Source: an optimization exercise on an open RTL-to-GDS flow (aim: small area). Production flows keep margins and buffers that such runs may drop.
Function was checked by simulation only, so behaviour that the tests miss may differ from the original.
Power and IR drop assume default switching activity.

==> module pio_therm, before the edit <==
module pio_therm (
  input  logic [5:0]  a,
  output logic [31:0] lt
);
  logic [3:0]  t2;
  logic [7:0]  t3;
  logic [15:0] t4;
  assign t2 = {1'b0, a[1] & a[0], a[1], a[1] | a[0]};
  for (genvar i = 0; i < 4; i++) begin : g3
    assign t3[i]     = a[2] | t2[i];
    assign t3[i + 4] = a[2] & t2[i];
  end
  for (genvar i = 0; i < 8; i++) begin : g4
    assign t4[i]     = a[3] | t3[i];
    assign t4[i + 8] = a[3] & t3[i];
  end
  for (genvar i = 0; i < 16; i++) begin : g5
    assign lt[i]      = a[5] | a[4] | t4[i];
    assign lt[i + 16] = a[5] | (a[4] & t4[i]);
  end
endmodule
==> module pio_mux32, before the edit <==
module pio_mux32 (
  input  logic [4:0]  a,
  input  logic [31:0] d,
  output logic        y
);
  assign y = d[a];
endmodule
==> flow/config.mk <==
export PLATFORM = sky130hd
export DESIGN_NAME = pio_top
export DESIGN_NICKNAME = pio_top
export VERILOG_FILES = /design/flow/design.v
export SDC_FILE = /design/flow/constraint.sdc
export NUM_CORES = 4
export LEC_CHECK = 0
export CAP_MARGIN = 20
export CORE_MARGIN = 2
export CORE_UTILIZATION = 40
export SLEW_MARGIN = 20
export SYNTH_HIERARCHICAL = 1
==> flow/constraint.sdc <==
create_clock -name core_clock -period 10.0 [get_ports {clk_25mhz}]
set_input_delay 2.0000 -clock core_clock [delete_from_list [all_inputs] [get_ports {clk_25mhz}]]
set_output_delay 2.0000 -clock core_clock [all_outputs]
set_load 0.01 [all_outputs]
standard.sh (not shown) runs the stock make flow with config.mk's settings and CLKGATE_MAP_FILE= SYNTH_SCRIPT=/design/flow/synth_recipe.tcl, a recipe that flattens the netlist after the stock synthesis.
==> flow/flow/run.sh <==
#!/bin/bash
# Standard layout, with clock tree synthesis told not to add dummy loads and to
# cluster more flip-flops per leaf buffer.
set -euo pipefail
export CTS_ARGS="-sink_clustering_enable -repair_clock_nets -dont_use_dummy_load -buf_list sky130_fd_sc_hd__clkbuf_16 -sink_clustering_size 30 -sink_clustering_max_diameter 80"
bash standard.sh > standard.log 2>&1
Then changed:
--- a/flow/design.v
+++ b/flow/design.v
@@ -248,30 +248,46 @@
 module pio_therm (
   input  logic [5:0]  a,
   output logic [31:0] lt
 );
-  logic [3:0]  t2;
-  logic [7:0]  t3;
-  logic [15:0] t4;
-  assign t2 = {1'b0, a[1] & a[0], a[1], a[1] | a[0]};
-  for (genvar i = 0; i < 4; i++) begin : g3
-    assign t3[i]     = a[2] | t2[i];
-    assign t3[i + 4] = a[2] & t2[i];
-  end
-  for (genvar i = 0; i < 8; i++) begin : g4
-    assign t4[i]     = a[3] | t3[i];
-    assign t4[i + 8] = a[3] & t3[i];
-  end
-  for (genvar i = 0; i < 16; i++) begin : g5
-    assign lt[i]      = a[5] | a[4] | t4[i];
-    assign lt[i + 16] = a[5] | (a[4] & t4[i]);
+  logic [7:0] t3;
+  logic [3:0] g, e;
+  assign t3 = {1'b0, a[2] & a[1] & a[0], a[2] & a[1], a[2] & (a[1] | a[0]),
+               a[2], a[2] | (a[1] & a[0]), a[2] | a[1], a[2] | a[1] | a[0]};
+  assign g  = {a[5], a[5] | (a[4] & a[3]), a[5] | a[4], a[5] | a[4] | a[3]};
+  assign e  = {a[4] & a[3], a[4] & ~a[3], ~a[4] & a[3], ~a[4] & ~a[3]};
+  for (genvar p = 0; p < 4; p++) begin : g_p
+    for (genvar q = 0; q < 8; q++) begin : g_q
+      pio_ao21 u_t (.a(g[p]), .b(e[p]), .c(t3[q]), .y(lt[8*p + q]));
+    end
   end
 endmodule
+module pio_ao21 (
+  input  logic a, b, c,
+  output logic y
+);
+  assign y = a | (b & c);
+endmodule
 module pio_mux32 (
   input  logic [4:0]  a,
   input  logic [31:0] d,
   output logic        y
 );
+  logic [7:0] l1;
+  logic [1:0] l2;
+  for (genvar i = 0; i < 8; i++) begin : g1
+    pio_mux4 u_m (.a(a[1:0]), .d(d[4*i +: 4]), .y(l1[i]));
+  end
+  for (genvar i = 0; i < 2; i++) begin : g2
+    pio_mux4 u_m (.a(a[3:2]), .d(l1[4*i +: 4]), .y(l2[i]));
+  end
+  assign y = a[4] ? l2[1] : l2[0];
+endmodule
+module pio_mux4 (
+  input  logic [1:0] a,
+  input  logic [3:0] d,
+  output logic       y
+);
   assign y = d[a];
 endmodule
 module pio_ao4 (
   input  logic [3:0] s,
=> The new run completed without violations. Synthesized area barely changes. Power fell by 0.83%. Final area is lower by 0.32%. Via count shrinks by 1.6%. Wire length is lower by 1.9%. Cell count decreases by 1.7%. Setup slack improves by 0.20 ns. Sequential power hardly moves. Global-route usage decreases by 0.46 points. Die area barely changes. Fmax rises by 2.3%. Utilization stays flat.

## re-timing with driven ports
The results above use ideal ports. As a check the final layouts listed here were re-extracted and re-timed, cells and wires unchanged.
Step 1 sets driving cells, clkbuf_16 on the clock port and buf_2 on the other inputs (assumed; they add their load-dependent delay and slew).
Step 2 adds t to the input delays and takes it off the output delays; t is the mean of the earliest and latest rising clock arrival at the registers after step 1. Input paths then give back, and output paths get back, about the clock's delay inside the block.
Slacks: no drivers / after step 1 / after step 2; pairs: no drivers / after step 1.
run | t (ns) | setup WS [ns] | hold WS [ns] | worst slew at a driven data input, ns
the first run | 0.682 | 1.004 / 1.004 / 1.004 | 0.498 / 0.498 / 0.498 | 0.07
the second run | 0.663 | 1.209 / 1.209 / 1.209 | 0.494 / 0.494 / 0.494 | 0.09
After both steps every run listed still meets setup and hold.
